This is an optimization exercise on Yosys and OpenROAD, whose aim is small area and a short achievable clock period, not a production implementation.
In this exercise RTL edits were held to simulation tests only and were not proved equivalent to the original.
Power is estimated from default activity; no workload was simulated.

**flow/run.sh**
```bash
#!/bin/bash
# synth_recipe.tcl (not shown) runs the flow's synth.tcl, then flattens the netlist and writes it again
# the make line also repeats each setting of config.mk as NAME=value (left out here)
make -C /OpenROAD-flow-scripts/flow DESIGN_CONFIG=/design/flow/config.mk WORK_HOME=/design/flow/orfs CLKGATE_MAP_FILE= SYNTH_SCRIPT=/design/flow/synth_recipe.tcl finish
```
**flow/constraint.sdc**
```tcl
create_clock -name core_clock -period 5.5 [get_ports {clk}]
set_input_delay 1.1000 -clock core_clock [delete_from_list [all_inputs] [get_ports {clk}]]
set_output_delay 1.1000 -clock core_clock [all_outputs]
set_load 0.01 [all_outputs]
```
**flow/config.mk**
```make
export PLATFORM = sky130hd
export DESIGN_NAME = regfile_mp
export DESIGN_NICKNAME = regfile_mp
export VERILOG_FILES = /design/flow/design.v
export SDC_FILE = /design/flow/constraint.sdc
export NUM_CORES = 4
export LEC_CHECK = 0
export CAP_MARGIN = 20
export CORE_MARGIN = 2
export CORE_UTILIZATION = 40
export SETUP_SLACK_MARGIN = 0.2
export SLEW_MARGIN = 20
```
**flow/design.v**
```verilog
module regfile_mp #(
  parameter int XLEN = 32,
  parameter int NREGS = 32,
  parameter int NRD = 2,
  parameter int NWR = 2,
  localparam int AW = $clog2(NREGS)
) (
  input  logic                 clk,
  input  logic                 reset,
  input  logic                 halt,
  output logic                 ready,
  input  logic [NWR-1:0]       wr_en,
  input  logic [NWR*AW-1:0]    wr_addr,
  input  logic [NWR*XLEN-1:0]  wr_data,
  input  logic [NRD*AW-1:0]    rd_addr,
  output logic [NRD*XLEN-1:0]  rd_data
);
  typedef enum logic {INIT, RUN} state_e;
  state_e state_q, state_d;
  logic [AW-1:0] init_idx_q, init_idx_d;
  logic ready_q, ready_d;
  logic [XLEN-1:0] mem_q [NREGS];
  logic [AW-1:0] wa [NWR];
  logic [XLEN-1:0] wd [NWR];
  logic [NWR-1:0] we;
  assign ready = ready_q;
  for (genvar i = 0; i < NWR; i++) begin : g_wr
    assign wa[i] = wr_addr[i*AW +: AW];
    assign wd[i] = wr_data[i*XLEN +: XLEN];
    assign we[i] = wr_en[i] & ready_q & ~halt & (wa[i] != '0);
  end
  always_comb begin
    state_d = state_q;
    init_idx_d = init_idx_q;
    ready_d = ready_q;
    if (state_q == INIT) begin
      init_idx_d = init_idx_q + 1'b1;
      if (init_idx_q == AW'(NREGS - 1)) begin
        state_d = RUN;
        ready_d = 1'b1;
      end
    end
  end
  always_ff @(posedge clk) begin
    if (reset) begin
      state_q <= INIT;
      init_idx_q <= AW'(1);
      ready_q <= 1'b0;
    end else begin
      state_q <= state_d;
      init_idx_q <= init_idx_d;
      ready_q <= ready_d;
    end
  end
  always_ff @(posedge clk) begin
    if (!reset) begin
      if (state_q == INIT) mem_q[init_idx_q] <= '0;
      else
        for (int i = NWR - 1; i >= 0; i--)
          if (we[i]) mem_q[wa[i]] <= wd[i];
    end
  end
  for (genvar j = 0; j < NRD; j++) begin : g_rd
    logic [AW-1:0] ra;
    logic [NWR-1:0] hit;
    logic [XLEN-1:0] val;
    assign ra = rd_addr[j*AW +: AW];
    always_comb begin
      hit = '0;
      val = mem_q[ra];
      for (int i = NWR - 1; i >= 0; i--) begin
        hit[i] = we[i] && (wa[i] == ra);
        if (hit[i]) val = wd[i];
      end
      if (ra == '0 || !ready_q) val = '0;
    end
    assign rd_data[j*XLEN +: XLEN] = val;
  end
endmodule
```
==> results of run 1 <==
==> flip-flops by register name (all words and copies together) (netlist names) <==
name        flops
init_idx_q      5
ready_q         1
mem_q        1024
state_q         1
==> synthesized netlist by cell type, types with 68 or more instances <==
library cell,instances
edfxtp_1,1024
nand2_1,823
mux2i_1,632
o21ai_0,551
mux2_2,430
clkbuf_1,296
o22ai_1,250
mux4_2,198
buf_2,163
nor2_1,84
nand4_1,68
==> power by group <==
part	switching (mW)	internal [mW]	total (mW)	leakage (nW)
clock	3.29	3.91	7.20	1.63
sequential	0.0367	8.60	8.64	7.80
combinational	1.04	0.635	1.67	15.0
total	4.36	13.1	17.5	24.4
==> logic make-up (layout without fill, tap and decap cells) <==
kind of cell / after synthesis / after routing / synth area share
mux: 1283 / 1283 / 0.2580
simple gates: 1222 / 1222 / 0.09537
flops: 1031 / 1031 / 0.4984
compound gates: 980 / 980 / 0.09527
buf+inv: 626 / 753 / 0.04886
xor+xnor: 26 / 26 / 0.003674
fa+ha+maj: 2 / 2 / 0.0004037
other cells: 0 / 7 / 0
==> how the worst max path moves through the flow <==
stage | cells after the start | start | slack, ns | to
4_1_cts | 7 | wr_addr[2] | 0.21 | rd_data[41]
3_3_place_gp | 9 | rd_addr[4] | 0.08 | rd_data[3]
2_1_floorplan | 7 | wr_addr[7] | 0.20 | mem_q[3][0]$_DFFE_PP_
3_5_place_dp | 9 | rd_addr[9] | 0.13 | rd_data[48]
6_report | 9 | rd_addr[6] | 0.19 | rd_data[55]
5_1_grt | 8 | wr_addr[6] | 0.20 | rd_data[27]
==> cell type report <==
class	count	area, um2
repair buffers	518	5385
inverters	36	180.2
fillers	13720	82980
diodes	7	17.52
well taps	2044	2557
clock buffers	149	3005
multi-input cells	3513	28710
flip-flops and latches	1031	30890
clock inverters	50	327.8
==> metal layers <==
metal | track usage | share of wire | vias up
met5 | 0.003935 | 0.00059 | -
met4 | 0.1736 | 0.060 | 14
met3 | 0.06582 | 0.12 | 721
met2 | 0.4745 | 0.45 | 3341
met1 | 0.4014 | 0.37 | 24010
li1 | - | - | 19800
==> metrics by stage <==
stage | power (mW) | std cells
after global routing | 17.84 | 7342
after CTS | 17.47 | 7340
after global placement | 10.43 | 7141
final | 17.51 | 7348
after detailed placement | 10.43 | 7141
after floorplan | 9.670 | 5170
==> repair_timing <==
action,4_1_cts,5_1_grt
setup endpoints to repair,13,18
setup buffers,0,1
gates resized for setup,8,8
gates cloned,0,0
pin swaps,3,1
hold endpoints to repair,0,0
==> worst register-to-register path: cells and delay by family, from the launching register on <==
kind	cells	cell delay [ns]
AND/OR/NAND/NOR	2	0.69
flip-flops	1	0.54
multiplexers	1	0.40
buffers and inverters	1	0.53
AO/OA/AOI/OAI	2	0.97
==> report_table.html, run 1 <==
<table>
<tr><th>Metric</th><th>Value</th></tr>
<tr><th colspan="2">Global route</th></tr>
<tr><td>Total global-route track usage</td><td>0.3075</td></tr>
<tr><td>Vias in the first global route</td><td>approximately 46000</td></tr>
<tr><td>Global-route wire length before repair</td><td>344.5 mm</td></tr>
<tr><td>Grt total ovfl</td><td>0</td></tr>
<tr><td>Largest net degree at the start of global routing</td><td>65</td></tr>
<tr><td>Initial antenna violation count</td><td>15</td></tr>
<tr><th colspan="2">Hold path</th></tr>
<tr><td>Hold path startpoint</td><td>init_idx_q[0]$_SDFFE_PP1N_</td></tr>
<tr><td>Hold Crit Endpoint</td><td>init_idx_q[0]$_SDFFE_PP1N_</td></tr>
<tr><td>Hold depth</td><td>2</td></tr>
<tr><td>Path type of the worst min-delay path</td><td>register to register</td></tr>
<tr><th colspan="2">Yosys</th></tr>
<tr><td>Cells after Synth</td><td>~5200</td></tr>
<tr><td>Synthesis Warnings</td><td>3</td></tr>
<tr><td>Synthesized area divided by synthesized cell count</td><td>11.99 um2</td></tr>
<tr><td>Cell type with the largest total area after synthesis</td><td>edfxtp_1</td></tr>
<tr><td>Synthesized netlist net count</td><td>between 5000 and 6000</td></tr>
<tr><td>Ranking of synthesized cells by area</td><td>edfxtp_1, mux2i_1, mux2_2, mux4_2, nand2_1</td></tr>
<tr><td>Number of flops mapped to enable cells by yosys</td><td>~1000</td></tr>
<tr><td>Seq/Total Area, Yosys</td><td>0.4984</td></tr>
<tr><td>Area share of the leading cell type in the synthesized netlist</td><td>0.4962</td></tr>
<tr><td>Most common flop cell mapped by yosys</td><td>edfxtp_1</td></tr>
<tr><td>Total standard cell area after synthesis</td><td>a little over 60000 um2</td></tr>
<tr><td>Flip-flop and latch count after synthesis</td><td>between 1000 and 1500</td></tr>
<tr><td>Async S/R FF share, synth</td><td>0</td></tr>
<tr><td>Number of distinct library cells after synthesis</td><td>between 70 and 80</td></tr>
<tr><th colspan="2">STA</th></tr>
<tr><td>Final number of max-transition violations</td><td>0</td></tr>
<tr><td>Final worst-path cycle share</td><td>0.9650</td></tr>
<tr><td>Final setup margin</td><td>between 0.15 and 0.2 ns</td></tr>
<tr><td>Final setup violation count</td><td>0</td></tr>
<tr><td>Number of endpoints with negative hold slack in the final report</td><td>0</td></tr>
<tr><td>Total negative setup slack</td><td>0 ns</td></tr>
<tr><td>Clock Skew</td><td>approximately 0.042 ns</td></tr>
<tr><td>Timing-limited maximum frequency</td><td>about 190 MHz</td></tr>
<tr><td>Final worst path period need</td><td>approximately 5.3 ns</td></tr>
<tr><td>Worst hold slack</td><td>roughly 0.57 ns</td></tr>
<tr><td>RSZ-0062 raised after global routing</td><td>false</td></tr>
<tr><td>Slew at the pin with the worst max-slew slack</td><td>about 1.1 ns</td></tr>
<tr><td>Worst slew margin relative to its limit</td><td>0.2878</td></tr>
<tr><th colspan="2">CTS</th></tr>
<tr><td>Clk sinks</td><td>1031</td></tr>
<tr><td>Clock transition time at the flip-flop clock pins of the worst setup and hold paths</td><td>roughly 0.060 ns</td></tr>
<tr><td>Maximum clock insertion buffer count</td><td>3</td></tr>
<tr><td>Clock insertion delay at the later pin of the skew report</td><td>0.78 ns</td></tr>
<tr><td>Clock buffers created by TritonCTS</td><td>approximately 110</td></tr>
<tr><td>Hold Buf Count CTS</td><td>0</td></tr>
<tr><td>CTS H-tree lvls</td><td>3</td></tr>
<tr><td>Clock root buffer</td><td>clkbuf_16</td></tr>
<tr><td>CTS tree</td><td>yes</td></tr>
<tr><th colspan="2">Flow run</th></tr>
<tr><td>Max capacitance violation total</td><td>0</td></tr>
<tr><th colspan="2">Finish</th></tr>
<tr><td>Most common cell after layout, fill and taps aside</td><td>edfxtp_1</td></tr>
<tr><td>Proportion of layout cells with a drive suffix above 1</td><td>0.2530</td></tr>
<tr><td>Final non-filler cell area</td><td>just over 70000 um2</td></tr>
<tr><td>Net count, final</td><td>around 5300</td></tr>
<tr><td>Utilization of the core after routing</td><td>0.4613</td></tr>
<tr><td>Layout Area Growth over Synthesis</td><td>14.68%</td></tr>
<tr><td>Most frequent cells in the layout</td><td>edfxtp_1, nand2_1, mux2i_1</td></tr>
<tr><th colspan="2">Power and ir drop</th></tr>
<tr><td>Power density normalized to cell area</td><td>around 250 nW/um2</td></tr>
<tr><td>Max VDD drop</td><td>approximately 240 uV</td></tr>
<tr><td>Leakage</td><td>24.44 nW</td></tr>
<tr><th colspan="2">Detailed routing</th></tr>
<tr><td>Total via count after detailed routing</td><td>~48000</td></tr>
<tr><td>Average vias per placed instance</td><td>6.516</td></tr>
<tr><td>Number of nets with antenna violations after detailed routing</td><td>0</td></tr>
<tr><td>DRC marker count from the first detailed-route iteration</td><td>approximately 6500</td></tr>
<tr><td>WL/cell</td><td>33.79 um</td></tr>
<tr><td>Number of iterations in the first detailed-routing pass</td><td>7</td></tr>
<tr><td>Total length of routed wires</td><td>roughly 250 mm</td></tr>
<tr><td>Number of remaining DRC errors</td><td>0</td></tr>
<tr><th colspan="2">Worst setup path</th></tr>
<tr><td>Dominant delay contributor by cell family on the critical path</td><td>buffers and inverters</td></tr>
<tr><td>Origin of the critical flop-to-flop path</td><td>state_q$_SDFF_PP0_</td></tr>
<tr><td>Launching element type of the critical path</td><td>input port</td></tr>
<tr><td>Worst reg2reg setup slack</td><td>around 2 ns</td></tr>
<tr><td>Slowest stage delay, CP</td><td>around 0.51 ns</td></tr>
<tr><td>Critical path data arrival time</td><td>4.21 ns</td></tr>
<tr><td>CP max-delay cell</td><td>mux4_2</td></tr>
<tr><td>Category of the worst setup path capture point</td><td>output pin</td></tr>
<tr><td>Ordered list of cells on the worst path</td><td>buf_8, buf_12, mux4_2, nand2_1, nor4bb_1, buf_4, nand4_1, a32o_1, clkdlybuf4s50_1</td></tr>
<tr><td>FF-to-FF path depth</td><td>6</td></tr>
<tr><td>Critical path fanouts, max</td><td>30</td></tr>
<tr><td>FF-to-FF End</td><td>mem_q[16][3]$_DFFE_PP_</td></tr>
<tr><td>Critical path class</td><td>input port to output pin</td></tr>
<tr><td>Required time at the endpoint of the critical path</td><td>between 4 and 5 ns</td></tr>
<tr><td>Number of buffers and inverters on the critical path</td><td>4</td></tr>
<tr><th colspan="2">Floorplan</th></tr>
<tr><td>Initial standard-cell utilization of the core</td><td>0.4023</td></tr>
<tr><td>Top Ports</td><td>154</td></tr>
<tr><td>Floorplan die width</td><td>between 300 and 400 um</td></tr>
<tr><td>Die area</td><td>around 160000 um2</td></tr>
<tr><td>Num rows</td><td>approximately 140</td></tr>
<tr><td>Placeable core region</td><td>between 150000 and 200000 um2</td></tr>
<tr><td>Height of the chip</td><td>397.6 um</td></tr>
<tr><th colspan="2">Place</th></tr>
<tr><td>Post-place instance area</td><td>between 60000 and 70000 um2</td></tr>
<tr><td>Placement Setup Slack</td><td>between 0.1 and 0.15 ns</td></tr>
<tr><td>Weighted congestion reported at the end of routability-driven placement</td><td>slightly above 0.9</td></tr>
<tr><td>Placed wire-length estimate after detailed placement</td><td>approximately 160 mm</td></tr>
<tr><td>IO buf count</td><td>roughly 150</td></tr>
<tr><th colspan="2">Run status</th></tr>
<tr><td>Status</td><td>no timing/DRC/antenna violations</td></tr>
</table>
==> run 2, diff against run 1 <==
==> flow/design.v (replaced) <==
module regfile_mp_wsel #(
  parameter int W = 32
) (
  input  logic         s0,
  input  logic         s1,
  input  logic         h,
  input  logic [W-1:0] wd0,
  input  logic [W-1:0] wd1,
  input  logic [W-1:0] q,
  output logic [W-1:0] d
);
  assign d = ({W{s0}} & wd0) | ({W{s1}} & wd1) | ({W{h}} & q);
endmodule
module regfile_mp_aoi222 (
  input  logic a1, a2, b1, b2, c1, c2,
  output logic y
);
  assign y = ~((a1 & a2) | (b1 & b2) | (c1 & c2));
endmodule
module regfile_mp_rsel #(
  parameter int N = 33
) (
  input  logic [N-1:0] sel,
  input  logic [N-1:0] din,
  output logic         dout
);
  localparam int NG = N / 3;
  logic [NG-1:0] y;
  for (genvar g = 0; g < NG; g++) begin : g_aoi
    regfile_mp_aoi222 u_aoi (
      .a1(sel[3*g]), .a2(din[3*g]), .b1(sel[3*g+1]), .b2(din[3*g+1]),
      .c1(sel[3*g+2]), .c2(din[3*g+2]), .y(y[g])
    );
  end
  assign dout = ~&y;
endmodule
module regfile_mp #(
  parameter int XLEN = 32,
  parameter int NREGS = 32,
  parameter int NRD = 2,
  parameter int NWR = 2,
  localparam int AW = $clog2(NREGS)
) (
  input  logic                 clk,
  input  logic                 reset,
  input  logic                 halt,
  output logic                 ready,
  input  logic [NWR-1:0]       wr_en,
  input  logic [NWR*AW-1:0]    wr_addr,
  input  logic [NWR*XLEN-1:0]  wr_data,
  input  logic [NRD*AW-1:0]    rd_addr,
  output logic [NRD*XLEN-1:0]  rd_data
);
  logic [4:0] lfsr_q;
  logic ready_q;
  localparam logic [4:0] LFSR_LAST = 5'b10000;
  always_ff @(posedge clk) begin
    if (reset) begin
      lfsr_q <= 5'b00001;
      ready_q <= 1'b0;
    end else begin
      lfsr_q <= {lfsr_q[3:0], lfsr_q[4] ^ lfsr_q[2]};
      ready_q <= ready_q | (lfsr_q == LFSR_LAST);
    end
  end
  assign ready = ready_q;
  logic [AW-1:0] wa [NWR];
  logic [XLEN-1:0] wd [NWR];
  for (genvar i = 0; i < NWR; i++) begin : g_wr
    assign wa[i] = wr_addr[i*AW +: AW];
    assign wd[i] = wr_data[i*XLEN +: XLEN];
  end
  logic wen, conflict;
  logic [NWR-1:0] we;
  assign wen = ready_q & ~halt;
  assign we[0] = wr_en[0] & wen & (wa[0] != '0);
  assign conflict = wr_en[0] & (wa[0] == wa[1]);
  assign we[1] = wr_en[1] & wen & (wa[1] != '0) & ~conflict;
  logic [XLEN-1:0] mem_q [1:NREGS-1];
  logic [NREGS-1:1] wdec0, wdec1;
  for (genvar r = 1; r < NREGS; r++) begin : g_reg
    logic s0, s1, h;
    logic [XLEN-1:0] d;
    assign wdec0[r] = we[0] & (wa[0] == AW'(r));
    assign wdec1[r] = we[1] & (wa[1] == AW'(r));
    assign s0 = wdec0[r] & ~reset;
    assign s1 = wdec1[r] & ~reset;
    assign h = ~reset & ~wdec0[r] & ~wdec1[r];
    regfile_mp_wsel #(.W(XLEN)) u_wsel (
      .s0(s0), .s1(s1), .h(h), .wd0(wd[0]), .wd1(wd[1]), .q(mem_q[r]), .d(d)
    );
    always_ff @(posedge clk) mem_q[r] <= d;
  end
  for (genvar j = 0; j < NRD; j++) begin : g_rd
    logic [AW-1:0] ra;
    logic [NREGS:0] sel;
    assign ra = rd_addr[j*AW +: AW];
    assign sel[0] = we[0] & (wa[0] == ra);
    assign sel[NREGS] = we[1] & (wa[1] == ra);
    for (genvar r = 1; r < NREGS; r++) begin : g_sel
      assign sel[r] = (ra == AW'(r)) & ~wdec0[r] & ~wdec1[r];
    end
    for (genvar b = 0; b < XLEN; b++) begin : g_bit
      logic [NREGS:0] din;
      assign din[0] = wd[0][b];
      assign din[NREGS] = wd[1][b];
      for (genvar r = 1; r < NREGS; r++) begin : g_din
        assign din[r] = mem_q[r][b];
      end
      regfile_mp_rsel #(.N(NREGS + 1)) u_rsel (.sel(sel), .din(din), .dout(rd_data[j*XLEN + b]));
    end
  end
endmodule
--- a/flow/config.mk
+++ b/flow/config.mk
@@ -9,4 +9,7 @@
 export CORE_MARGIN = 2
-export CORE_UTILIZATION = 40
+export CORE_UTILIZATION = 60
+export GPL_TIMING_DRIVEN = 0
 export SETUP_SLACK_MARGIN = 0.2
 export SLEW_MARGIN = 20
+export SYNTH_HIERARCHICAL = 1
+export SYNTH_MINIMUM_KEEP_SIZE = 0
==> run 2 against run 1 <==
- the flow now stops in global routing
- synthesized cell count is 9.9% lower
- area after synthesis decreased by 25%
==> report_table.html, run 2 <==
<table>
<tr><th>Metric</th><th>Value</th></tr>
<tr><th colspan="2">Global route</th></tr>
<tr><td>Grt total ovfl</td><td>59</td></tr>
<tr><td>Total global-route track usage</td><td>0.7347</td></tr>
<tr><td>Largest net degree at the start of global routing</td><td>34</td></tr>
<tr><th colspan="2">Yosys</th></tr>
<tr><td>Total standard cell area after synthesis</td><td>46710 um2 (-25%)</td></tr>
<tr><td>Seq/Total Area, Yosys</td><td>0.4277 (-0.07075)</td></tr>
<tr><td>Most common flop cell mapped by yosys</td><td>dfxtp_1</td></tr>
<tr><td>Number of distinct library cells after synthesis</td><td>45 (-37%)</td></tr>
<tr><td>Cell type with the largest total area after synthesis</td><td>dfxtp_1</td></tr>
<tr><td>Cells after Synth</td><td>4658 (-9.9%)</td></tr>
<tr><td>Async S/R FF share, synth</td><td>0 (unchanged)</td></tr>
<tr><td>Synthesized netlist net count</td><td>4747 (-9.8%)</td></tr>
<tr><td>Leading cell types by count after synthesis</td><td>a222oi_1, dfxtp_1, inv_1</td></tr>
<tr><td>Most used standard cell by instance count after synthesis</td><td>a222oi_1</td></tr>
<tr><td>Synthesis Warnings</td><td>13 (+10)</td></tr>
<tr><td>Area share of the leading cell type in the synthesized netlist</td><td>0.4277 (-0.06849)</td></tr>
<tr><td>Flip-flop and latch count after synthesis</td><td>998 (-3.2%)</td></tr>
<tr><td>Number of flops mapped to enable cells by yosys</td><td>0 (-100%)</td></tr>
<tr><td>Ranking of synthesized cells by area</td><td>dfxtp_1, a222oi_1, inv_1, buf_6, buf_2</td></tr>
<tr><td>Synthesized area divided by synthesized cell count</td><td>10.03 um2 (-16%)</td></tr>
<tr><th colspan="2">Place</th></tr>
<tr><td>Weighted congestion reported at the end of routability-driven placement</td><td>1.046 (+12%)</td></tr>
<tr><td>IO buf count</td><td>138 (-9.8%)</td></tr>
<tr><td>Cell count after placement</td><td>6073 (-15%)</td></tr>
<tr><td>Placed wire-length estimate after detailed placement</td><td>173.6 mm (+8.8%)</td></tr>
<tr><th colspan="2">Floorplan</th></tr>
<tr><td>Floorplan die width</td><td>283.0 um (-29%)</td></tr>
<tr><td>Height of the chip</td><td>283.0 um (-29%)</td></tr>
<tr><td>Num rows</td><td>102 (-29%)</td></tr>
<tr><td>Initial standard-cell utilization of the core</td><td>0.6050 (+0.2027)</td></tr>
<tr><td>Top Ports</td><td>154 (unchanged)</td></tr>
<tr><th colspan="2">CTS</th></tr>
<tr><td>CTS H-tree lvls</td><td>3 (unchanged)</td></tr>
<tr><td>Clock buffers created by TritonCTS</td><td>104 (-7.1%)</td></tr>
<tr><td>Clk sinks</td><td>998 (-3.2%)</td></tr>
<tr><td>Maximum clock insertion buffer count</td><td>3 (unchanged)</td></tr>
<tr><td>Hold Buf Count CTS</td><td>0 (unchanged)</td></tr>
<tr><td>Clock root buffer</td><td>clkbuf_16</td></tr>
<tr><th colspan="2">STA</th></tr>
<tr><td>Endpoint pin with the least setup slack after global-route repair</td><td>rd_data[38]</td></tr>
<tr><td>Pin type at the end of the worst path</td><td>output port</td></tr>
<tr><th colspan="2">Run status</th></tr>
<tr><td>Exit stage</td><td>global routing</td></tr>
<tr><td>Status</td><td>did not finish</td></tr>
<tr><td>First Err</td><td>[ERROR GRT-0232] Routing congestion too high. Check the congestion heatmap in the GUI.</td></tr>
</table>
==> run 2: how the worst max path moves through the flow <==
stage / start / to / slack (ns) / cells past startpoint
2_1_floorplan: wr_addr[3] / rd_data[0] / 0.22 / 9
3_3_place_gp: wr_addr[6] / rd_data[4] / -4.43 / 11
3_5_place_dp: wr_addr[6] / rd_data[19] / -1.47 / 14
4_1_cts: wr_addr[9] / rd_data[15] / 0.12 / 13
==> run 2: metrics by stage <==
stage	worst slack, ns	instance area [um2]	util
floorplan	0.2223	47050	-
global placement	-4.434	49730	0.6441
detailed placement	-1.465	52850	0.6844
CTS	0.1187	58680	0.7599
==> run 2: logic make-up after synthesis <==
logic type	count (synthesis)	share of synthesized area
compound gates	1735	0.3704
xor+xnor	26	0.005035
buf+inv	1315	0.1268
flops	998	0.4277
simple gates	584	0.07009
==> run 2: per-module statistics from Yosys, one instance, submodules excluded, a selection <==
module | copies in the design | flip-flops and latches | cells | cell area [um2]
regfile_mp_aoi222 | 704 | 0 | 1 | 10.01
regfile_mp | 1 | 998 | 1435 | 22520
==> run 2: timing repair <==
action	4_1_cts
buffers inserted	100
gates cloned	5
setup endpoints to repair	64
gates resized for setup	499
pin swaps	271
==> run 2: power groups by stage <==
stage                     logic [mW]  clock network [mW]  registers (mW)
after CTS                       1.04                7.35            7.23
after detailed placement       0.953                   0            7.39
after global placement         0.863                   0            7.39
after floorplan                0.272                   0            7.39
==> run 2: layer usage <==
layer,track usage,GRT overflow
met1,0.7774,2
met2,0.8648,16
met3,0.5981,4
met4,0.6493,36
met5,0.3685,1

==> port drivers added, routing unchanged <==
Ports are ideal in the flow. The routed layout listed here was re-timed in OpenROAD.
Step 1 sets driving cells, clkbuf_16 on the clock port and buf_2 on the other inputs (assumed; they add their load-dependent delay and slew).
Step 2 times the ports against the registers' clock, not the clock port: input delays grow and output delays shrink by t, the midpoint of the rising clock arrivals with the driver on.
Three values: ideal, step 1, step 2; two values: the first two.
run: run 1
shift t [ns]: 0.836
slack for setup (ns): 0.193 / 0.144 / 0.144
worst setup path after step 2: input to output
cell pins on the clock port's net: 1
After both steps setup and hold are still met in run 1. For run 1, drivers alone change the setup slack by -0.049 ns; drivers and shift together by -0.049 ns.
